This is an optimization exercise on Yosys and OpenROAD, whose aim is small area, a short achievable clock period and few clock cycles, not a production implementation.
RTL that was checked went through simulation tests only; none was proved equivalent to the original.
Function not checked in runs 2 and 3: the RTL went through the layout flow alone.
Power figures rest on the tool's default switching activity, not on a simulated workload.

## design.v

```verilog
package udpb_pkg;
  localparam logic [15:0] IP_VER_TOS = 16'h4500;
  localparam logic [15:0] IP_FLAGS   = 16'h4000;
  localparam logic [7:0]  PROTO_UDP  = 8'd17;
  localparam logic [15:0] LEN_BASE = 16'd28;
  localparam logic [15:0] SUM_BASE = 16'hFFE8;
  localparam logic [31:0] RST_SOURCE_ADDRESS      = 32'h0606_0600;
  localparam logic [31:0] RST_DESTINATION_ADDRESS = 32'h0;
  localparam logic [15:0] RST_SOURCE_PORT         = 16'd6666;
  localparam logic [15:0] RST_DESTINATION_PORT    = 16'd0;
  localparam logic [7:0]  RST_TIME_TO_LIVE        = 8'd50;
  function automatic logic [15:0] add16(input logic [15:0] a, input logic [15:0] b,
                                        input logic cin);
    logic [15:0] g;
    logic [15:0] p;
    logic [15:0] gg;
    logic [15:0] pp;
    logic [15:0] c;
    g  = a & b;
    p  = a ^ b;
    gg = g;
    pp = p;
    for (int l = 0; l < 4; l++) begin
      for (int i = 0; i < 16; i++) begin
        if (((i >> l) & 1) == 1) begin
          gg[i] = gg[i] | (pp[i] & gg[((i >> l) << l) - 1]);
          pp[i] = pp[i] & pp[((i >> l) << l) - 1];
        end
      end
    end
    c[0] = cin;
    for (int i = 1; i < 16; i++) c[i] = gg[i-1] | (pp[i-1] & cin);
    add16 = p ^ c;
  endfunction
  function automatic logic [15:0] oc_add(input logic [15:0] a, input logic [15:0] b);
    logic [15:0] g;
    logic [15:0] p;
    logic [15:0] gg;
    logic [15:0] pp;
    logic [15:0] c;
    g  = a & b;
    p  = a ^ b;
    gg = g;
    pp = p;
    for (int l = 0; l < 4; l++) begin
      for (int i = 0; i < 16; i++) begin
        if (((i >> l) & 1) == 1) begin
          gg[i] = gg[i] | (pp[i] & gg[((i >> l) << l) - 1]);
          pp[i] = pp[i] & pp[((i >> l) << l) - 1];
        end
      end
    end
    c[0] = gg[15];
    for (int i = 1; i < 16; i++) c[i] = gg[i-1] | (pp[i-1] & gg[15]);
    oc_add = p ^ c;
  endfunction
endpackage
module udpb_front
(
  input  logic        clk,
  input  logic        rst,
  input  logic        in_v,
  input  logic [7:0]  in_b,
  input  logic        in_last,
  input  logic        take,
  output logic        go,
  output logic        hold,
  output logic [15:0] job_sum,
  output logic [15:0] job_len,
  output logic        job_ovf
);
  logic [15:0] acc;
  logic [15:0] cnt;
  logic        odd;
  logic        ovf;
  logic        fresh;   
  logic        c_sat;   
  logic [15:0] acc_b;
  logic [15:0] cnt_b;
  logic        odd_b;
  logic        ovf_b;
  logic        cnt_sat;
  logic [15:0] cnt_n;
  assign go    = in_v & (~hold | take);
  assign acc_b = fresh ? udpb_pkg::SUM_BASE : acc;
  assign cnt_b = fresh ? udpb_pkg::LEN_BASE : cnt;
  assign odd_b = odd;   
  assign ovf_b = ~fresh & ovf;
  assign cnt_sat = ~fresh & c_sat;
  assign cnt_n   = cnt_sat ? cnt_b : udpb_pkg::add16(cnt_b, 16'h0000, 1'b1);
  always_ff @(posedge clk) begin
    if (go) begin
      acc <= udpb_pkg::oc_add(acc_b, odd_b ? {8'h00, in_b} : {in_b, 8'h00});
      cnt   <= cnt_n;
      c_sat <= cnt_sat | (cnt_b == 16'hFFFE);
      ovf <= ovf_b | cnt_sat;
    end
  end
  always_ff @(posedge clk) begin
    if (rst) begin
      fresh <= 1'b1;
      hold  <= 1'b0;
      odd   <= 1'b0;
    end else begin
      if (go) begin
        fresh <= in_last;
        odd   <= ~odd & ~in_last;
      end
      hold <= (go & in_last) | (hold & ~take);
    end
  end
  assign job_sum = acc;
  assign job_len = cnt;
  assign job_ovf = ovf;
endmodule
module udpb_back
(
  input  logic        clk,
  input  logic        rst,
  input  logic        cfg_write,
  input  logic [31:0] sa,
  input  logic [31:0] da,
  input  logic [15:0] sp,
  input  logic [15:0] dp,
  input  logic [7:0]  ttl,
  input  logic        hold,
  input  logic [15:0] job_sum,
  input  logic [15:0] job_len,
  input  logic        job_ovf,
  output logic        take,
  input  logic        pop,
  output logic        empty,
  output logic [21:0] result
);
  logic        busy;
  logic        pre;
  logic        dirty;
  logic [3:0]  k;
  logic        empty_r;
  logic [15:0] out_word;
  logic        out_lerr;
  logic        out_eoh;
  logic [15:0] blen;
  logic        bovf;
  logic [15:0] acc_ip;
  logic [15:0] acc_udp;
  logic [3:0]  nk;    
  logic        adv;
  logic        start_pre;
  logic [15:0] word;
  assign nk        = (k == 4'd13) ? 4'd0 : k + 4'd1;
  assign adv       = busy & (pre | empty_r | pop);
  assign take      = hold & ((~busy & ~dirty) | (adv & ~pre & (nk == 4'd13)));
  assign start_pre = ~busy & dirty;
  assign empty  = empty_r;
  assign result = {out_word, k, out_lerr, out_eoh};
  always_comb begin
    case (nk)
      4'd0:    word = udpb_pkg::IP_VER_TOS;
      4'd1:    word = blen;
      4'd2:    word = 16'h0000;
      4'd3:    word = udpb_pkg::IP_FLAGS;
      4'd4:    word = {ttl, udpb_pkg::PROTO_UDP};
      4'd5:    word = ~acc_ip;
      4'd6:    word = sa[31:16];
      4'd7:    word = sa[15:0];
      4'd8:    word = da[31:16];
      4'd9:    word = da[15:0];
      4'd10:   word = sp;
      4'd11:   word = dp;
      4'd12:   word = blen;   
      default: word = (&acc_udp) ? 16'hFFFF : ~acc_udp;
    endcase
  end
  always_ff @(posedge clk) begin
    if (rst) begin
      busy    <= 1'b0;
      pre     <= 1'b0;
      dirty   <= 1'b1;
      empty_r <= 1'b1;
    end else begin
      if (take) begin
        busy <= 1'b1;
      end else if (start_pre) begin
        busy <= 1'b1;
        pre  <= 1'b1;
      end else if (adv & (nk == (pre ? 4'd10 : 4'd13))) begin
        busy <= 1'b0;
        pre  <= 1'b0;
      end
      if (cfg_write) begin
        dirty <= 1'b1;
      end else if (start_pre) begin
        dirty <= 1'b0;
      end
      if (adv) begin
        empty_r <= pre;
      end else if (pop) begin
        empty_r <= 1'b1;
      end
    end
  end
  always_ff @(posedge clk) begin
    if (start_pre) begin
      k <= 4'd3;
    end else if (adv) begin
      k <= (pre & (nk == 4'd10)) ? 4'd13 : nk;
    end
    if (take) begin
      blen    <= job_len;
      bovf    <= job_ovf;
    end else if (adv & (nk == 4'd1)) begin
      blen    <= udpb_pkg::add16(blen, 16'hFFEC, 1'b0);
    end
    if (adv) begin
      out_word <= word;
      out_lerr <= bovf;
      out_eoh  <= (nk == 4'd13);
    end
    if (adv) begin
      case (nk)
        4'd1, 4'd2, 4'd3, 4'd4, 4'd7, 4'd8, 4'd9, 4'd10:
          acc_ip <= udpb_pkg::oc_add(acc_ip, out_word);
        4'd5:    acc_ip <= out_word;   
        default: ;
      endcase
    end
    if (take) begin
      acc_udp <= {job_sum[0], job_sum[15:1]};
    end else if (adv) begin
      case (nk)
        4'd2, 4'd7, 4'd8, 4'd9, 4'd10, 4'd11, 4'd12:
          acc_udp <= udpb_pkg::oc_add(acc_udp, out_word);
        4'd3:    acc_udp <= {acc_udp[14:0], acc_udp[15]};
        default: ;
      endcase
    end
  end
endmodule
module udp_ipv4_header_builder_unit
(
  input  logic                   clk,
  input  logic                   rst,
  input  logic                   push,
  output logic                   full,
  input  logic [8:0]             item,
  output logic                   empty,
  input  logic                   pop,
  output logic [21:0]            result,
  input  logic                   cfg_write,
  input  logic [2:0]             cfg_index,
  input  logic [31:0]            cfg_data
);
  logic [31:0] sa;
  logic [31:0] da;
  logic [15:0] sp;
  logic [15:0] dp;
  logic [7:0]  ttl;
  logic        full_r;
  logic        in_v;
  logic [7:0]  in_b;
  logic        in_last;
  logic        accept;
  logic        go;
  logic        hold;
  logic        take;
  logic [15:0] job_sum;
  logic [15:0] job_len;
  logic        job_ovf;
  assign full   = full_r;
  assign accept = push & ~full_r;
  logic [31:0] wd0;   
  logic [31:0] wd1;   
  logic [4:0]  wen;
  assign wd0 = rst ? 32'h0 : cfg_data;
  assign wd1 = rst ? 32'hFFFF_FFFF : cfg_data;
  assign wen[0] = rst | (cfg_write & (cfg_index == 3'd0));
  assign wen[1] = rst | (cfg_write & (cfg_index == 3'd1));
  assign wen[2] = rst | (cfg_write & (cfg_index == 3'd2));
  assign wen[3] = rst | (cfg_write & (cfg_index == 3'd3));
  assign wen[4] = rst | (cfg_write & (cfg_index == 3'd4));
  function automatic logic [31:0] pick(input logic [31:0] rv, input logic [31:0] d0,
                                       input logic [31:0] d1);
    pick = (rv & d1) | (~rv & d0);
  endfunction
  logic [31:0] sa_d;
  logic [31:0] da_d;
  logic [31:0] sp_d;
  logic [31:0] dp_d;
  logic [31:0] ttl_d;
  assign sa_d  = pick(udpb_pkg::RST_SOURCE_ADDRESS, wd0, wd1);
  assign da_d  = pick(udpb_pkg::RST_DESTINATION_ADDRESS, wd0, wd1);
  assign sp_d  = pick(32'(udpb_pkg::RST_SOURCE_PORT), wd0, wd1);
  assign dp_d  = pick(32'(udpb_pkg::RST_DESTINATION_PORT), wd0, wd1);
  assign ttl_d = pick(32'(udpb_pkg::RST_TIME_TO_LIVE), wd0, wd1);
  always_ff @(posedge clk) begin
    if (wen[0]) sa  <= sa_d;
    if (wen[1]) da  <= da_d;
    if (wen[2]) sp  <= sp_d[15:0];
    if (wen[3]) dp  <= dp_d[15:0];
    if (wen[4]) ttl <= ttl_d[7:0];
  end
  always_ff @(posedge clk) begin
    if (rst) begin
      in_v   <= 1'b0;
      full_r <= 1'b0;
    end else begin
      in_v   <= accept | (in_v & ~go);
      full_r <= (accept | (in_v & ~go)) & ((go & in_last) | (hold & ~take));
    end
    if (accept) begin
      in_b    <= item[8:1];
      in_last <= item[0];
    end
  end
  udpb_front u_front (
    .clk     (clk),
    .rst     (rst),
    .in_v    (in_v),
    .in_b    (in_b),
    .in_last (in_last),
    .take    (take),
    .go      (go),
    .hold    (hold),
    .job_sum (job_sum),
    .job_len (job_len),
    .job_ovf (job_ovf)
  );
  udpb_back u_back (
    .clk       (clk),
    .rst       (rst),
    .cfg_write (cfg_write),
    .sa        (sa),
    .da        (da),
    .sp        (sp),
    .dp        (dp),
    .ttl       (ttl),
    .hold      (hold),
    .job_sum   (job_sum),
    .job_len   (job_len),
    .job_ovf   (job_ovf),
    .take      (take),
    .pop       (pop),
    .empty     (empty),
    .result    (result)
  );
endmodule
```

## constraint.sdc

```tcl
create_clock -name core_clock -period 6.0 [get_ports {clk}]
set_input_delay 1.2000 -clock core_clock [delete_from_list [all_inputs] [get_ports {clk}]]
set_output_delay 1.2000 -clock core_clock [all_outputs]
set_load 0.01 [all_outputs]
```

## flow/run.sh

```bash
#!/bin/bash
# The standard layout (the standard.sh, synthesis unchanged) with
# settings ORFS reads from the environment:
#  - every port still gets a buffer, but of the smallest plain buffer cell
#    (buf_1, which the resizer may upsize) instead of the delay-cell-sized
#    default that buffer_ports picks;
#  - clock tree synthesis with the usual clustering but without the dummy
#    loads it otherwise adds to even out the leaf buffers' loads.
set -euo pipefail
export BUFFER_PORTS_ARGS="-buffer_cell sky130_fd_sc_hd__buf_1"
export CTS_ARGS="-sink_clustering_enable -repair_clock_nets -sink_clustering_size 40 -sink_clustering_max_diameter 70 -dont_use_dummy_load"
bash standard.sh > standard.log 2>&1
```

## config.mk

```make
export PLATFORM = sky130hd
export DESIGN_NAME = udp_ipv4_header_builder_unit
export DESIGN_NICKNAME = udp_ipv4_header_builder_unit
export VERILOG_FILES = /design/flow/design.v
export SDC_FILE = /design/flow/constraint.sdc
export NUM_CORES = 4
export LEC_CHECK = 0
export ABC_CLOCK_PERIOD_IN_PS = 2200
export CAP_MARGIN = 20
export CORE_MARGIN = 2
export CORE_UTILIZATION = 40
export SETUP_SLACK_MARGIN = 2.9
export SLEW_MARGIN = 20
```

## standard.sh

```bash
#!/bin/bash
# synth_recipe.tcl (not shown) runs the flow's synth.tcl, then flattens the netlist and writes it again
# the make line also repeats each setting of config.mk as NAME=value (left out here)
make -C /OpenROAD-flow-scripts/flow DESIGN_CONFIG=/design/flow/config.mk WORK_HOME=/design/flow/orfs CLKGATE_MAP_FILE= SYNTH_SCRIPT=/design/flow/synth_recipe.tcl "${@:-finish}"
```

==> results.tsv, run 1 <==
stage	metric	value	unit
status	status	no timing/DRC/antenna violations	
floorplanning	Starting Density	40.7	%
clocking	CTS Sinks	227	
placed_design	IO Port Bufs	72	
hold_path	min-delay worst type	reg2reg	
global_route	GR Util All Layers	19.7	%
synth	FFs w/ async S/R, synth	0	%
synth	adder-cell share of the synthesized area	6.11	%
clocking	CTS tree	done	
job	# Max-Cap Violations	0	
routing	Routed WL	32500	um
synth	#FFs+latches synth	227	
power_and_ir_drop	Pleak	4.72	nW
floorplanning	I/O Pins	73	
synth	Yosys Warn Count	3	
layout	Final nets	1296	
hold_path	Hold EP	u_back.bovf	
timing	Tightest Pin Transition	1000	ps
routing	DRT Pass-1 Iters	5	
power_and_ir_drop	PwrDens	375	mW/mm^2
clocking	root buf cell	clkbuf_16	
synth	Post-synth EDFFs	214	
synth	compound-gate portion of the synthesized area	16.2	%
power_and_ir_drop	combinational fraction of design power	35.3	%
timing	final worst slack	2990	ps
clocking	cts hold-fix bufs	0	
synth	synth cell count leaders	edfxtp_1 (214), nand2_1 (112), nor2_1 (76), a21oi_1 (73), nor2b_1 (62)	
synth	sequential share of the synthesized area	53.7	%
critical_path	Reg2Reg Launch Point	u_front.fresh	
floorplanning	die footprint	0.0325	sq mm
synth	Syn Area/Cell	11.1	sq um
timing	Hold Fails Final Rpt	0	
floorplanning	area of the core	0.0306	sq mm
routing	Via-to-Cell Ratio	5.76	
synth	main combinational cell family by area after synthesis	simple AND/OR/NAND/NOR gates	
hold_path	Hold Startpoint	u_front.ovf	
timing	fmax	0.332	GHz
synth	Synth area leader	edfxtp_1	
global_route	initial antenna violation count	0	
synth	Syn Inst Count	1126	
synth	share of the synthesized area in the top cell type	51.6	%
power_and_ir_drop	Internal	3.28	mW
power_and_ir_drop	Clock power frac	18.6	%
layout	synth-to-layout area growth	9.54	%
layout	# fillers	2922	
synth	Synth Area in Simple Gates	17.3	%
layout	layout cells sized above 1	9.95	%
timing	Final Setup Violations	0	
synth	dominant cells by area after synthesis	edfxtp_1 (52%), ha_1 (5.6%), nand2_1 (3.4%)	
global_route	first-pass GRT wire length	50700	um
timing	Final Max Tran Viols	0	
critical_path	end of the worst register-to-register path	u_front.acc[15]	
floorplanning	Die Y	180	um
critical_path	Critical Path RT	6230	ps
global_route	vias in the first global route	8763	
power_and_ir_drop	net switching power	1.83	mW
power_and_ir_drop	Switching Fraction	35.8	%
placed_design	Final GP Congestion	0.828	
routing	routed via count	9113	
routing	DRC errors left	0	
synth	count leader, synth	edfxtp_1	
synth	syn_nets	1234	
floorplanning	Die W	180	um
timing	clk_skew	64.7	ps
floorplanning	row count	64	
timing	Relative slew margins	32.6	%
critical_path	CP Launch Type	register	
clocking	clock slew at reported path FFs	110	ps
synth	Cell variety after synth	91	
timing	Tcrit/Tclk final	50.2	%
clocking	htree depth	1	
clocking	total CTS buffers	15	
timing	crit path time final	3010	ps
critical_path	critical path arrival	3240	ps
hold_path	Hold Crit Depth	0	
critical_path	Worst Path Max Fanout	22	
critical_path	Worst Setup End Kind	register	
clocking	Clk Latency, worst-skew pair	510	ps
synth	mux contribution to synthesized area	0.844	%
placed_design	post-place setup slack	2240	ps
clocking	Clock Tree Buf Depth	3	
timing	setup_tns	0	ps
routing	Iter 0 DRT Violations	842	
placed_design	DP HPWL	23400	um
routing	drt wl/cell	20.6	um
power_and_ir_drop	Flop pwr share	46.1	%
synth	post-synthesis xor/xnor area fraction	3.24	%
synth	ys flop type	edfxtp_1	
synth	synthesized area	0.0124	sq mm
timing	unrepaired setup endpoints after global routing	yes	
critical_path	R2R cell count	10	
power_and_ir_drop	VDD IR max	0.173	mV
global_route	largest net degree at the start of global routing	41	
critical_path	R2R Setup Slk	2990	ps
layout	# diodes	0	
routing	post-route ant nets	0	
global_route	total global routing overflow	0	
critical_path	critical path type	reg2reg	
-- cell usage in the layout (no fill, tap or decap), drive strengths merged, types with 8 or more instances in the layout --
cell type	count
edfxtp	214
nand2	113
buf	92
nor2	77
a21oi	76
o21ai	65
nor2b	62
ha	56
or2	30
a221oi	29
nand3	28
xnor2	27
inv	25
nand2b	22
xor2	19
nor3	17
a22oi	16
clkbuf	16
nand4	15
and2	14
dfxtp	13
a32oi	12
a31oi	10
and3	10
o21a	10
a21o	9
o21bai	9
or3	8
o31ai	8
-- per-stage QoR --
| step | std cells | hold slack [ps] | power (mW) | cell area, sq um | utilization, % |
|---|---|---|---|---|---|
| 2_1_floorplan | 1126 | 400 | 3.61 | 12500 | - |
| 3_3_place_gp | 1563 | 433 | 4.11 | 13100 | 43.0 |
| 3_5_place_dp | 1563 | 430 | 4.15 | 13200 | 43.0 |
| 4_1_cts | 1579 | 477 | 5.10 | 13500 | 44.3 |
| 5_1_grt | 1582 | 488 | 5.44 | 13600 | 44.6 |
| 6_report | 1582 | 475 | 5.11 | 13600 | 44.6 |
-- power groups by stage --
| stage | Clock (mW) | Sequential, mW | Combinational [mW] |
|---|---|---|---|
| after detailed placement | 0 | 2.39 | 1.76 |
| after CTS | 0.973 | 2.35 | 1.77 |
| after floorplan | 0 | 2.23 | 1.38 |
| final | 0.950 | 2.36 | 1.81 |
| after global placement | 0 | 2.39 | 1.73 |
| after global routing | 1.02 | 2.38 | 2.04 |
-- cell type report --
class | count | area, sq um | share of cell area (%)
clock buffers | 15 | 375 | 2.75
inverters | 26 | 109 | 0.798
multi-input cells | 825 | 5520 | 40.5
flip-flops and latches | 227 | 6700 | 49.1
well taps | 396 | 495 | 3.63
repair buffers | 93 | 442 | 3.24
-- per-layer routing --
layer	vias to the layer above	share of wire (%)	track usage, %
met3	33	5.8	2.55
met2	263	46	31.5
met1	4462	47	28.9
met5	-	0	0
met4	0	1.6	4.06
li1	4355	-	-
-- worst max path at each step --
| stage | from | to | depth (start not counted) |
|---|---|---|---|
| floorplan | pop | u_front.acc[0] | 7 |
| global placement | pop | u_back.acc_udp[9] | 11 |
| detailed placement | pop | u_back.acc_udp[13] | 11 |
| CTS | u_front.fresh | u_front.acc[14] | 9 |
| global route | u_front.fresh | u_front.acc[15] | 10 |
| finish | u_front.fresh | u_front.acc[15] | 10 |
-- critical path, stage by stage (launching register included) --
cell,delay (ps)
dfxtp_4,440
buf_4,230
or2_2,310
ha_1,380
nand2_1,130
o21ai_4,220
nand2b_1,100
o21a_2,140
o31a_4,330
nor4b_1,160
a2111oi_1,320
-- timing repair --
action	CTS	global route
setup buffers	1	3
gates cloned	0	0
setup endpoints to repair	18	37
pin swaps	1	1
gates resized for setup	4	17
-- cell families after synthesis --
family,count (synthesis)
xor+xnor,46
fa+ha+maj,59
buf+inv,74
compound gates,292
simple gates,418
flops,227
mux,10
-- flip-flops by register name (all words and copies together) (netlist names), 4 cells and up --
register and flops:
da 32, dp 16, in_b 8, sa 32
sp 16, ttl 8, u_back.acc_ip 16, u_back.acc_udp 16
u_back.blen 16, u_back.k 4, u_back.out_word 16, u_front.acc 16
u_front.cnt 16
Testbench counts, summed over its fixed seeds: cycles 55,014.
==> run 2: changes to the inputs <==
--- a/design.v
+++ b/design.v
@@ -148,4 +148,5 @@
   logic        adv;
   logic        start_pre;
+  logic        at_job;   
   logic [15:0] word;
   assign nk        = (k == 4'd13) ? 4'd0 : k + 4'd1;
@@ -153,4 +154,5 @@
   assign take      = hold & ((~busy & ~dirty) | (adv & ~pre & (nk == 4'd13)));
   assign start_pre = ~busy & dirty;
+  assign at_job    = ~busy | (nk == 4'd13);
   assign empty  = empty_r;
   assign result = {out_word, k, out_lerr, out_eoh};
@@ -207,9 +209,9 @@
       k <= (pre & (nk == 4'd10)) ? 4'd13 : nk;
     end
+    if (take | (adv & (nk == 4'd1))) begin
+      blen    <= at_job ? job_len : udpb_pkg::add16(blen, 16'hFFEC, 1'b0);
+    end
     if (take) begin
-      blen    <= job_len;
       bovf    <= job_ovf;
-    end else if (adv & (nk == 4'd1)) begin
-      blen    <= udpb_pkg::add16(blen, 16'hFFEC, 1'b0);
     end
     if (adv) begin
@@ -226,13 +228,12 @@
       endcase
     end
-    if (take) begin
-      acc_udp <= {job_sum[0], job_sum[15:1]};
-    end else if (adv) begin
-      case (nk)
-        4'd2, 4'd7, 4'd8, 4'd9, 4'd10, 4'd11, 4'd12:
-          acc_udp <= udpb_pkg::oc_add(acc_udp, out_word);
-        4'd3:    acc_udp <= {acc_udp[14:0], acc_udp[15]};
-        default: ;
-      endcase
+    if (take | (adv & ((nk == 4'd2) | (nk == 4'd3) | (nk >= 4'd7 & nk <= 4'd12)))) begin
+      if (at_job) begin
+        acc_udp <= {job_sum[0], job_sum[15:1]};
+      end else if (nk == 4'd3) begin
+        acc_udp <= {acc_udp[14:0], acc_udp[15]};
+      end else begin
+        acc_udp <= udpb_pkg::oc_add(acc_udp, out_word);
+      end
     end
   end
--- a/flow/run.sh
+++ b/flow/run.sh
@@ -9,4 +9,4 @@
 set -euo pipefail
 export BUFFER_PORTS_ARGS="-buffer_cell sky130_fd_sc_hd__buf_1"
-export CTS_ARGS="-sink_clustering_enable -repair_clock_nets -sink_clustering_size 40 -sink_clustering_max_diameter 70 -dont_use_dummy_load"
+export CTS_ARGS="-sink_clustering_enable -repair_clock_nets -sink_clustering_size 32 -sink_clustering_max_diameter 70 -dont_use_dummy_load"
 bash standard.sh > standard.log 2>&1
==> run 2 against run 1 <==
  * Still clean on timing, DRC and antenna
  * Via count is 7.4% higher
  * Fmax is 2.1% lower
  * Core utilization is 0.26 points higher
  * Critical path type unchanged
  * Largest cell class unchanged
  * Largest power group is now combinational cells
==> results.tsv, run 2 <==
stage	metric	value	unit	change
timing	Tcrit/Tclk final	51.3	%	+1.1 points
timing	clk_skew	54.4	ps	-10.3 ps
critical_path	critical path type	reg2reg		
synth	mux contribution to synthesized area	0.827	%	-0.017 points
synth	FFs w/ async S/R, synth	0	%	unchanged
routing	DRT Pass-1 Iters	5		unchanged
routing	Routed WL	35400	um	+8.9%
hold_path	Hold Startpoint	u_back.bovf		
power_and_ir_drop	Pleak	4.85	nW	+2.6%
floorplanning	Die W	183	um	+1.6%
hold_path	min-delay worst type	reg2reg		
synth	sequential share of the synthesized area	52.0	%	-1.7 points
timing	Final Setup Violations	0		unchanged
synth	dominant cells by area after synthesis	edfxtp_1 (50%), ha_1 (5.8%), nand2_1 (3.6%)		
clocking	total CTS buffers	15		unchanged
status	status	no timing/DRC/antenna violations		
placed_design	DP HPWL	25500	um	+9.0%
global_route	layer with the highest usage	met2		
synth	Post-synth EDFFs	214		unchanged
routing	drt wl/cell	21.4	um	+3.9%
synth	Cell variety after synth	83		-8.8%
routing	Via-to-Cell Ratio	5.90		+2.5%
critical_path	CP Launch Point	u_front.fresh		
synth	compound-gate portion of the synthesized area	17.3	%	+1.1 points
placed_design	IO Port Bufs	72		unchanged
synth	Synth Area in Simple Gates	17.4	%	+0.17 points
clocking	htree depth	1		unchanged
floorplanning	Starting Density	40.7	%	-0.042 points
critical_path	CP Launch Type	register		
layout	Finished Core Util	44.8	%	+0.26 points
job	# Max-Cap Violations	0		unchanged
critical_path	Critical Path RT	6280	ps	+50 ps
global_route	first-pass GRT wire length	53500	um	+5.6%
synth	count leader, synth	edfxtp_1		
floorplanning	I/O Pins	73		unchanged
power_and_ir_drop	PwrDens	437	mW/mm^2	+17%
global_route	initial antenna violation count	0		unchanged
global_route	total global routing overflow	0		unchanged
global_route	GR Util All Layers	20.9	%	+1.1 points
placed_design	post-place setup slack	2130	ps	-108 ps
routing	post-route ant nets	0		unchanged
global_route	largest net degree at the start of global routing	45		+9.8%
timing	final worst slack	2920	ps	-65.5 ps
synth	Syn Area/Cell	10.7	sq um	-3.1%
synth	main combinational cell family by area after synthesis	simple AND/OR/NAND/NOR gates		
clocking	Clock Tree Buf Depth	3		unchanged
synth	Yosys Warn Count	3		unchanged
timing	Final Max Tran Viols	0		unchanged
critical_path	critical path arrival	3360	ps	+120 ps
floorplanning	Die Y	183	um	+1.6%
clocking	CTS Sinks	227		unchanged
synth	post-synthesis xor/xnor area fraction	3.20	%	-0.036 points
routing	DRC errors left	0		unchanged
synth	syn_nets	1313		+6.4%
timing	Tightest Pin Transition	934	ps	-69.5 ps
timing	Hold Fails Final Rpt	0		unchanged
synth	synth cell count leaders	edfxtp_1 (214), nand2_1 (123), nor2_1 (95), a21oi_1 (92), ha_1 (60)		
routing	Iter 0 DRT Violations	800		-5.0%
critical_path	Worst Path Max Fanout	10		-55%
layout	top flop regs	da (32), sa (32)		
synth	Syn Inst Count	1201		+6.7%
layout	# diodes	0		unchanged
clocking	CTS tree	done		
layout	# fillers	2934		+0.41%
placed_design	DP Area	0.0135	sq mm	+2.5%
synth	share of the synthesized area in the top cell type	50.0	%	-1.7 points
timing	crit path time final	3080	ps	+65.5 ps
critical_path	Reg2Reg Launch Point	u_front.fresh		
placed_design	Final GP Congestion	0.888		+7.2%
critical_path	Slowest-stage cell, CP	or4b_1		
critical_path	crit-path cells	buf_4 -> or2_2 -> ha_2 -> a21oi_2 -> o21ai_1 -> or3_4 -> a311oi_4 -> nor4_2 -> or4b_1 -> o311ai_1		
global_route	GR Layer Usage met2	32.1	%	+0.67 points
floorplanning	die footprint	0.0336	sq mm	+3.2%
synth	adder-cell share of the synthesized area	6.30	%	+0.19 points
global_route	vias in the first global route	9028		+3.0%
synth	synthesized area	0.0129	sq mm	+3.3%
timing	Relative slew margins	37.7	%	+5.1 points
critical_path	critical path's largest stage delay	520	ps	+80 ps
timing	fmax	0.325	GHz	-2.1%
layout	layout cells sized above 1	11.4	%	+1.4 points
layout	most common cell after layout, fill and taps aside	edfxtp_1		
critical_path	Worst Setup End Kind	register		
floorplanning	area of the core	0.0316	sq mm	+3.4%
layout	Final nets	1370		+5.7%
power_and_ir_drop	VDD IR max	0.185	mV	+6.9%
layout	commonest cells after routing, fill and taps aside	edfxtp_1 (214), nand2_1 (122), nor2_1 (93), a21oi_1 (87), buf_1 (71)		
global_route	global-route track usage on met3	3.46	%	+0.91 points
clocking	root buf cell	clkbuf_16		
global_route	M1 GR Usage	31.0	%	+2.1 points
layout	synth-to-layout area growth	10.3	%	
clocking	clock slew at reported path FFs	80	ps	-30 ps
clocking	Clk Latency, worst-skew pair	510	ps	about the same
timing	setup_tns	0	ps	unchanged
synth	#FFs+latches synth	227		unchanged
layout	final instance area	0.0142	sq mm	+4.0%
timing	unrepaired setup endpoints after global routing	yes		
floorplanning	row count	65		+1.6%
synth	Synth area leader	edfxtp_1		
routing	routed via count	9785		+7.4%
synth	ys flop type	edfxtp_1		
## run 2: cell types whose count changed after synthesis, moves of 11 or more
cell,delta
buf_2,+11
nand2_1,+11
a221oi_1,-19
a21oi_1,+19
nor2_1,+19
a32oi_1,-12
## run 2: cells by family (layout without fill, tap and decap cells)
logic type	Yosys count	in the layout
flip-flops	227	227
XOR/XNOR	47	47
adder cells (fa/ha/maj)	63	63
buffers and inverters	84	138
AND/OR/NAND/NOR	447	448
multiplexers	10	10
AO/OA/AOI/OAI	323	323
## run 2: layout make-up
type / instances / area [sq um] / area share (%)
Clock buffer: 15 / 375 / 2.65
Inverter: 30 / 121 / 0.856
Multi-Input combinational cell: 891 / 6020 / 42.4
Sequential cell: 227 / 6700 / 47.2
Tap cell: 402 / 503 / 3.55
Timing Repair Buffer: 92 / 467 / 3.29
Timing Repair inverter: 1 / 7.51 / 0.0529
## run 2: critical path, delay by kind of cell (launching register included)
| family | cells | cell delay (ps) |
|---|---|---|
| buffers and inverters | 1 | 180 |
| AOI/OAI and AO/OA | 4 | 810 |
| adders and majority gates | 1 | 220 |
| and+or+nand+nor | 4 | 1260 |
| DFF | 1 | 390 |
## run 2: path summary, 6_finish.rpt
kind,slack (ps),endpoint,cells after the start
hold reg to reg,430,u_back.out_lerr,0
setup reg to reg,2920,u_front.acc[9],10
hold / removal,430,u_back.out_lerr,0
setup / recovery,2920,u_front.acc[9],10
## run 2: timing repair
item                                    in CTS  in global routing
setup buffers                                5                  5
cloned                                       2                  0
endpoints found under the setup margin      89                116
hold buffers                                 0                  0
pin swaps                                    3                  7
gates resized for setup                     22                 28
## run 2: per-layer routing
| layer | share of wire, % | wire [um] |
|---|---|---|
| met4 | 1.7 | 586 |
| met5 | 0 | 0 |
| met3 | 7.3 | 2590 |
| met2 | 44 | 15700 |
| met1 | 47 | 16500 |
## run 2: through the flow
| step | instances | hold WS [ps] | power (mW) |
|---|---|---|---|
| floorplan | 1201 | 400 | 4.39 |
| global placement | 1630 | 422 | 5.07 |
| detailed placement | 1630 | 412 | 5.11 |
| CTS | 1652 | 431 | 6.12 |
| global route | 1658 | 431 | 6.61 |
| finish | 1658 | 433 | 6.20 |
## run 2: report_power, final
part | total [mW] | internal (mW) | switching [mW]
Combinational | 2.78 | 1.12 | 1.66
Sequential | 2.47 | 2.15 | 0.325
Clock | 0.949 | 0.447 | 0.502
==> run 3: changes to the inputs <==
--- a/design.v
+++ b/design.v
@@ -4,5 +4,5 @@
   localparam logic [7:0]  PROTO_UDP  = 8'd17;
   localparam logic [15:0] LEN_BASE = 16'd28;
-  localparam logic [15:0] SUM_BASE = 16'hFFE8;
+  localparam logic [15:0] UDP_CONST = 16'd33;
   localparam logic [31:0] RST_SOURCE_ADDRESS      = 32'h0606_0600;
   localparam logic [31:0] RST_DESTINATION_ADDRESS = 32'h0;
@@ -64,6 +64,9 @@
   input  logic        in_last,
   input  logic        take,
+  input  logic [15:0] k_base,
+  input  logic        k_valid,
   output logic        go,
   output logic        hold,
+  output logic        fresh,   
   output logic [15:0] job_sum,
   output logic [15:0] job_len,
@@ -74,25 +77,31 @@
   logic        odd;
   logic        ovf;
-  logic        fresh;   
   logic        c_sat;   
+  logic        c_fe;    
   logic [15:0] acc_b;
   logic [15:0] cnt_b;
-  logic        odd_b;
   logic        ovf_b;
-  logic        cnt_sat;
+  logic        sat;
+  logic        fe;
+  logic [1:0]  inc;
+  logic [15:0] op;
   logic [15:0] cnt_n;
-  assign go    = in_v & (~hold | take);
-  assign acc_b = fresh ? udpb_pkg::SUM_BASE : acc;
-  assign cnt_b = fresh ? udpb_pkg::LEN_BASE : cnt;
-  assign odd_b = odd;   
+  assign go    = in_v & (~hold | take) & (k_valid | ~fresh);
+  assign acc_b = fresh ? k_base : acc;
+  assign cnt_b = fresh ? 16'd28 : cnt;
   assign ovf_b = ~fresh & ovf;
-  assign cnt_sat = ~fresh & c_sat;
-  assign cnt_n   = cnt_sat ? cnt_b : udpb_pkg::add16(cnt_b, 16'h0000, 1'b1);
+  assign sat   = ~fresh & c_sat;
+  assign fe    = ~fresh & c_fe;
+  assign inc = sat ? 2'd0 : ((in_last | fe) ? 2'd1 : 2'd2);
+  assign op  = odd ? {in_b[0], 7'h00, 1'b0, in_b[7:1]}
+                   : {1'b0, in_b, 5'h00, inc};
+  assign cnt_n = sat ? cnt_b : udpb_pkg::add16(cnt_b, 16'h0000, 1'b1);
   always_ff @(posedge clk) begin
     if (go) begin
-      acc <= udpb_pkg::oc_add(acc_b, odd_b ? {8'h00, in_b} : {in_b, 8'h00});
+      acc   <= udpb_pkg::oc_add(acc_b, op);
       cnt   <= cnt_n;
-      c_sat <= cnt_sat | (cnt_b == 16'hFFFE);
-      ovf <= ovf_b | cnt_sat;
+      ovf   <= ovf_b | sat;
+      c_sat <= &cnt_n;
+      c_fe  <= (cnt_n == 16'hFFFE);
     end
   end
@@ -128,5 +137,8 @@
   input  logic [15:0] job_len,
   input  logic        job_ovf,
+  input  logic        fresh,
   output logic        take,
+  output logic [15:0] k_base,
+  output logic        k_valid,
   input  logic        pop,
   output logic        empty,
@@ -136,4 +148,5 @@
   logic        pre;
   logic        dirty;
+  logic        pass2;   
   logic [3:0]  k;
   logic        empty_r;
@@ -148,11 +161,9 @@
   logic        adv;
   logic        start_pre;
-  logic        at_job;   
   logic [15:0] word;
   assign nk        = (k == 4'd13) ? 4'd0 : k + 4'd1;
   assign adv       = busy & (pre | empty_r | pop);
   assign take      = hold & ((~busy & ~dirty) | (adv & ~pre & (nk == 4'd13)));
-  assign start_pre = ~busy & dirty;
-  assign at_job    = ~busy | (nk == 4'd13);
+  assign start_pre = dirty & (~busy | pre);   
   assign empty  = empty_r;
   assign result = {out_word, k, out_lerr, out_eoh};
@@ -172,5 +183,5 @@
       4'd11:   word = dp;
       4'd12:   word = blen;   
-      default: word = (&acc_udp) ? 16'hFFFF : ~acc_udp;
+      default: word = (&acc_udp) ? 16'hFFFF : {~acc_udp[14:0], ~acc_udp[15]};
     endcase
   end
@@ -181,4 +192,5 @@
       dirty   <= 1'b1;
       empty_r <= 1'b1;
+      k_valid <= 1'b0;
     end else begin
       if (take) begin
@@ -187,12 +199,16 @@
         busy <= 1'b1;
         pre  <= 1'b1;
-      end else if (adv & (nk == (pre ? 4'd10 : 4'd13))) begin
+      end else if (adv & (pre ? (pass2 & (nk == 4'd10)) : (nk == 4'd13))) begin
         busy <= 1'b0;
         pre  <= 1'b0;
       end
       if (cfg_write) begin
-        dirty <= 1'b1;
+        dirty   <= 1'b1;
+        k_valid <= 1'b0;
       end else if (start_pre) begin
-        dirty <= 1'b0;
+        dirty   <= 1'b0;
+        k_valid <= 1'b0;
+      end else if (adv & pre & ~pass2 & (nk == 4'd13) & ~dirty) begin
+        k_valid <= 1'b1;
       end
       if (adv) begin
@@ -205,13 +221,21 @@
   always_ff @(posedge clk) begin
     if (start_pre) begin
-      k <= 4'd3;
+      k     <= 4'd5;
+      pass2 <= 1'b0;
     end else if (adv) begin
-      k <= (pre & (nk == 4'd10)) ? 4'd13 : nk;
-    end
-    if (take | (adv & (nk == 4'd1))) begin
-      blen    <= at_job ? job_len : udpb_pkg::add16(blen, 16'hFFEC, 1'b0);
+      if (pre & ~pass2 & (nk == 4'd13)) begin
+        k     <= 4'd3;
+        pass2 <= 1'b1;
+      end else if (pre & (nk == 4'd10)) begin
+        k     <= pass2 ? 4'd13 : nk;
+      end else begin
+        k     <= nk;
+      end
     end
     if (take) begin
+      blen    <= job_len;
       bovf    <= job_ovf;
+    end else if (adv & (nk == 4'd1)) begin
+      blen    <= udpb_pkg::add16(blen, 16'hFFEC, 1'b0);
     end
     if (adv) begin
@@ -220,20 +244,21 @@
       out_eoh  <= (nk == 4'd13);
     end
-    if (adv) begin
+    if (start_pre) begin
+      acc_ip <= udpb_pkg::UDP_CONST;
+    end else if (adv) begin
       case (nk)
         4'd1, 4'd2, 4'd3, 4'd4, 4'd7, 4'd8, 4'd9, 4'd10:
           acc_ip <= udpb_pkg::oc_add(acc_ip, out_word);
+        4'd11, 4'd12:
+          if (pre) acc_ip <= udpb_pkg::oc_add(acc_ip, out_word);
         4'd5:    acc_ip <= out_word;   
         default: ;
       endcase
     end
-    if (take | (adv & ((nk == 4'd2) | (nk == 4'd3) | (nk >= 4'd7 & nk <= 4'd12)))) begin
-      if (at_job) begin
-        acc_udp <= {job_sum[0], job_sum[15:1]};
-      end else if (nk == 4'd3) begin
-        acc_udp <= {acc_udp[14:0], acc_udp[15]};
-      end else begin
-        acc_udp <= udpb_pkg::oc_add(acc_udp, out_word);
-      end
+    if (adv & pre & ~pass2 & (nk == 4'd13)) begin
+      k_base <= {acc_ip[0], acc_ip[15:1]};
+    end
+    if (take) begin
+      acc_udp <= job_sum;
     end
   end
@@ -267,4 +292,7 @@
   logic        take;
   logic [15:0] job_sum;
+  logic [15:0] k_base;
+  logic        k_valid;
+  logic        fresh;
   logic [15:0] job_len;
   logic        job_ovf;
@@ -308,5 +336,7 @@
     end else begin
       in_v   <= accept | (in_v & ~go);
-      full_r <= (accept | (in_v & ~go)) & ((go & in_last) | (hold & ~take));
+      full_r <= (accept | (in_v & ~go))
+              & ((go & in_last) | (hold & ~take)
+                 | ((go ? in_last : fresh) & ~(k_valid & ~cfg_write)));
     end
     if (accept) begin
@@ -322,6 +352,9 @@
     .in_last (in_last),
     .take    (take),
+    .k_base  (k_base),
+    .k_valid (k_valid),
     .go      (go),
     .hold    (hold),
+    .fresh   (fresh),
     .job_sum (job_sum),
     .job_len (job_len),
@@ -341,5 +374,8 @@
     .job_len   (job_len),
     .job_ovf   (job_ovf),
+    .fresh     (fresh),
     .take      (take),
+    .k_base    (k_base),
+    .k_valid   (k_valid),
     .pop       (pop),
     .empty     (empty),
==> flow/run.sh (replaced) <==
#!/bin/bash
# The standard layout (the standard.sh, synthesis unchanged) with one
# placement setting ORFS reads from the environment:
#  every port still gets a buffer, but of the smallest plain buffer cell
#  (buf_1, which the resizer may upsize) instead of the delay-cell-sized
#  default that buffer_ports picks.

set -euo pipefail
export BUFFER_PORTS_ARGS="-buffer_cell sky130_fd_sc_hd__buf_1"
bash standard.sh > standard.log 2>&1
--- a/config.mk
+++ b/config.mk
@@ -10,4 +10,6 @@
 export CORE_MARGIN = 2
 export CORE_UTILIZATION = 40
+export CTS_CLUSTER_DIAMETER = 70
+export CTS_CLUSTER_SIZE = 32
 export SETUP_SLACK_MARGIN = 2.9
 export SLEW_MARGIN = 20
==> run 3 against run 2 <==
  * Via count decreased by 9.6%
  * Core utilization increased by 1.2 points
  * Register-to-register slack improved by 60 ps
  * Sequential cell count increased by 19
  * Clock power increased by 62%
  * Setup slack improved by 61 ps
  * Critical path depth unchanged
  * Sequential share of layout area increased by 3.5 points
  * Worst hold slack improved by 13 ps
  * Area after synthesis decreased by 4.9%
  * First-iteration DRC count increased by 2.6%
  * Global-route usage decreased by 0.30 points
==> results.tsv, run 3 <==
stage	metric	value	unit	change
placed_design	IO Port Bufs	72		unchanged
floorplanning	area of the core	0.0303	sq mm	-4.1%
placed_design	Final GP Congestion	0.855		-3.7%
timing	Final Max Tran Viols	0		unchanged
synth	count leader, synth	edfxtp_1		
timing	Relative slew margins	33.1	%	-4.6 points
placed_design	cell total after placement	1477		-9.4%
global_route	initial antenna violation count	0		unchanged
synth	compound-gate portion of the synthesized area	16.6	%	-0.76 points
power_and_ir_drop	final total power	4.33	mW	-30%
layout	final instance area	0.0140	sq mm	-1.4%
clocking	total CTS buffers	20		+5
synth	Cell variety after synth	83		unchanged
timing	Hold Fails Final Rpt	0		unchanged
global_route	vias in the first global route	8366		-7.3%
status	status	no timing/DRC/antenna violations		
routing	Via-to-Cell Ratio	5.79		-1.8%
critical_path	critical path type	reg2reg		
floorplanning	Die W	179	um	-2.4%
timing	Tightest Pin Transition	1000	ps	+68.4 ps
routing	DRC errors left	0		unchanged
layout	commonest cells after routing, fill and taps aside	edfxtp_1 (215), a21oi_1 (77), nor2_1 (71), buf_1 (71), nand2_1 (69)		
layout	Final nets	1206		-12%
job	# Max-Cap Violations	0		unchanged
routing	routed via count	8841		-9.6%
synth	synthesized area	0.0122	sq mm	-4.9%
synth	ys flop type	edfxtp_1		
power_and_ir_drop	VDD IR max	0.191	mV	+3.1%
clocking	root buf cell	clkbuf_16		
layout	top flop regs	da (32), sa (32)		
layout	post-route non-filler standard cell count	1526		-8.0%
floorplanning	I/O Pins	73		unchanged
synth	Post-synth EDFFs	215		+0.47%
synth	Synth area leader	edfxtp_1		
power_and_ir_drop	PwrDens	310	mW/mm^2	-29%
placed_design	DP HPWL	23500	um	-7.7%
global_route	first-pass GRT wire length	49400	um	-7.7%
layout	layout cells sized above 1	13.5	%	+2.2 points
synth	FFs w/ async S/R, synth	0	%	unchanged
timing	Final Setup Violations	0		unchanged
synth	#FFs+latches synth	246		+8.4%
synth	synth cell count leaders	edfxtp_1 (215), a21oi_1 (81), nor2_1 (72), nand2_1 (70), nor2b_1 (54)		
clocking	Clk Latency, worst-skew pair	530	ps	+20 ps
synth	sequential share of the synthesized area	57.8	%	+5.8 points
synth	Synth Area in Simple Gates	14.6	%	-2.9 points
critical_path	Slowest-stage cell, CP	a2111oi_0		
global_route	GR Util All Layers	20.6	%	-0.30 points
critical_path	Worst Setup End Kind	register		
clocking	cts hold-fix bufs	0		unchanged
routing	drt wl/cell	21.7	um	+1.7%
power_and_ir_drop	Pleak	4.83	nW	-0.42%
synth	dominant cells by area after synthesis	edfxtp_1 (53%), dfxtp_1 (5.1%), ha_1 (4.0%)		
hold_path	min-delay worst type	reg2reg		
routing	DRT Pass-1 Iters	6		+1
synth	post-synthesis xor/xnor area fraction	1.93	%	-1.3 points
layout	# fillers	2778		-5.3%
critical_path	critical path arrival	3400	ps	+40 ps
timing	clk_skew	27.8	ps	-26.6 ps
synth	Syn Inst Count	1041		-13%
floorplanning	Die Y	179	um	-2.4%
synth	mux contribution to synthesized area	2.15	%	+1.3 points
timing	crit path time final	3020	ps	-60.7 ps
timing	fmax	0.332	GHz	+2.0%
critical_path	crit-path cells	buf_12 -> mux2_2 -> ha_1 -> a21oi_2 -> o21ai_1 -> a221oi_4 -> buf_6 -> o211ai_1 -> a2111oi_0 -> nand4b_1		
timing	unrepaired setup endpoints after global routing	yes		
clocking	Clock Tree Buf Depth	3		unchanged
timing	Tcrit/Tclk final	50.3	%	-1.0 points
routing	post-route ant nets	0		unchanged
layout	# diodes	0		unchanged
clocking	CTS Sinks	246		+8.4%
synth	share of the synthesized area in the top cell type	52.8	%	+2.8 points
clocking	clock slew at reported path FFs	100	ps	+20 ps
timing	Hold Slack	446	ps	+12.7 ps
routing	Routed WL	33200	um	-6.4%
synth	Yosys Warn Count	3		unchanged
clocking	CTS tree	done		
synth	main combinational cell family by area after synthesis	compound AO/OA/AOI/OAI gates		
layout	most common cell after layout, fill and taps aside	edfxtp_1		
timing	setup_tns	0	ps	unchanged
critical_path	critical path's largest stage delay	420	ps	-100 ps
clocking	htree depth	1		unchanged
layout	synth-to-layout area growth	14.3	%	
floorplanning	Starting Density	40.3	%	-0.34 points
floorplanning	row count	64		-1.5%
global_route	largest net degree at the start of global routing	59		+31%
global_route	total global routing overflow	0		unchanged
floorplanning	die footprint	0.0320	sq mm	-4.8%
critical_path	Critical Path RT	6380	ps	+100 ps
synth	adder-cell share of the synthesized area	4.32	%	-2.0 points
critical_path	Worst Path Max Fanout	18		+8
synth	Syn Area/Cell	11.8	sq um	+9.8%
synth	syn_nets	1131		-14%
routing	Iter 0 DRT Violations	821		+2.6%
critical_path	CP Launch Type	register		
placed_design	DP Area	0.0129	sq mm	-4.0%
## run 3: timing repair
item                                    in CTS  in global routing
resized for setup                           15                 17
endpoints found under the hold margin        0                  0
buffers inserted                             4                  8
cloned                                       0                  0
endpoints found under the setup margin      74                 29
pin swaps                                    2                  5
## run 3: worst max-delay path: cells and delay by family (launching register included)
family	cells	cell delay, ps
compound gates	5	1260
fa+ha+maj	1	370
buf+inv	2	340
flops	1	400
mux	1	350
simple gates	1	160
## run 3: path summary, 6_finish.rpt
kind              startpoint                 end  slack, ps  cells past startpoint
max            u_front.fresh      u_front.acc[6]       2980                     10
min          u_front.acc[10]  u_back.acc_udp[10]        450                      0
max reg2reg    u_front.fresh      u_front.acc[6]       2980                     10
min reg2reg  u_front.acc[10]  u_back.acc_udp[10]        450                      0
## run 3: stage by stage
step | util [%] | worst slack (ps)
after floorplan | - | 2820
after global placement | 42.6 | 2070
after detailed placement | 42.6 | 2000
after CTS | 45.6 | 2820
after global routing | 46.1 | 2870
final | 46.1 | 2980
## run 3: metal layers
| layer | wire [um] | track usage (%) | vias up | part of all wire [%] |
|---|---|---|---|---|
| met3 | 2010 | 3.29 | 59 | 6.1 |
| met1 | 14900 | 28.6 | 4353 | 45 |
| met5 | 0 | 0 | - | 0 |
| met4 | 1060 | 6.33 | 0 | 3.2 |
| li1 | - | - | 4163 | - |
| met2 | 15200 | 33.1 | 266 | 46 |
## run 3: power breakdown
part           internal, mW  switching (mW)  total, mW
Clock                 0.739           0.799       1.54
Sequential             1.99           0.104       2.10
Combinational         0.261           0.433      0.694
Total                  2.99            1.34       4.33
## run 3: cells by family after synthesis
logic type      Yosys count
compound gates          288
flops                   246
mux                      24
xor+xnor                 27
fa+ha+maj                41
simple gates            335
buf+inv                  80
## run 3: layout make-up
| cell class | instances | area [sq um] | share of cell area [%] |
|---|---|---|---|
| Inverter | 30 | 113 | 0.805 |
| Clock buffer | 22 | 529 | 3.78 |
| Sequential cell | 246 | 7090 | 50.7 |
| Clock inverter | 14 | 275 | 1.97 |
| Tap cell | 396 | 495 | 3.54 |
| Multi-Input combinational cell | 715 | 4950 | 35.4 |
| Timing Repair Buffer | 103 | 538 | 3.85 |

-- what the ideal ports hide --
Ports are ideal in the flow. The routed layouts listed here were re-timed in OpenROAD.
Step 1 assumes that a clkbuf_16 drives the clock port and a buf_2 every other input.
Step 2 times the ports against the registers' clock, not the clock port: input delays grow and output delays shrink by t, the midpoint of the rising clock arrivals with the driver on.
Three values: ideal, step 1, step 2; two values: the first two.
run	t, ns	setup WS [ns]	worst hold slack (ns)	latest minus earliest clock arrival (ns)	cell pins on the clock port's net
run 1	0.522	2.989 / 2.989 / 2.583	0.475 / 0.475 / 0.475	0.083 / 0.083	1
run 2	0.532	2.924 / 2.924 / 2.555	0.433 / 0.433 / 0.433	0.055 / 0.054	1
run 3	0.565	2.984 / 2.984 / 2.634	0.446 / 0.446 / 0.446	0.029 / 0.029	1
After both steps every run listed still meets setup and hold. For run 1, which loses most, drivers alone change the setup slack by 0.000 ns; drivers and shift together by -0.406 ns.
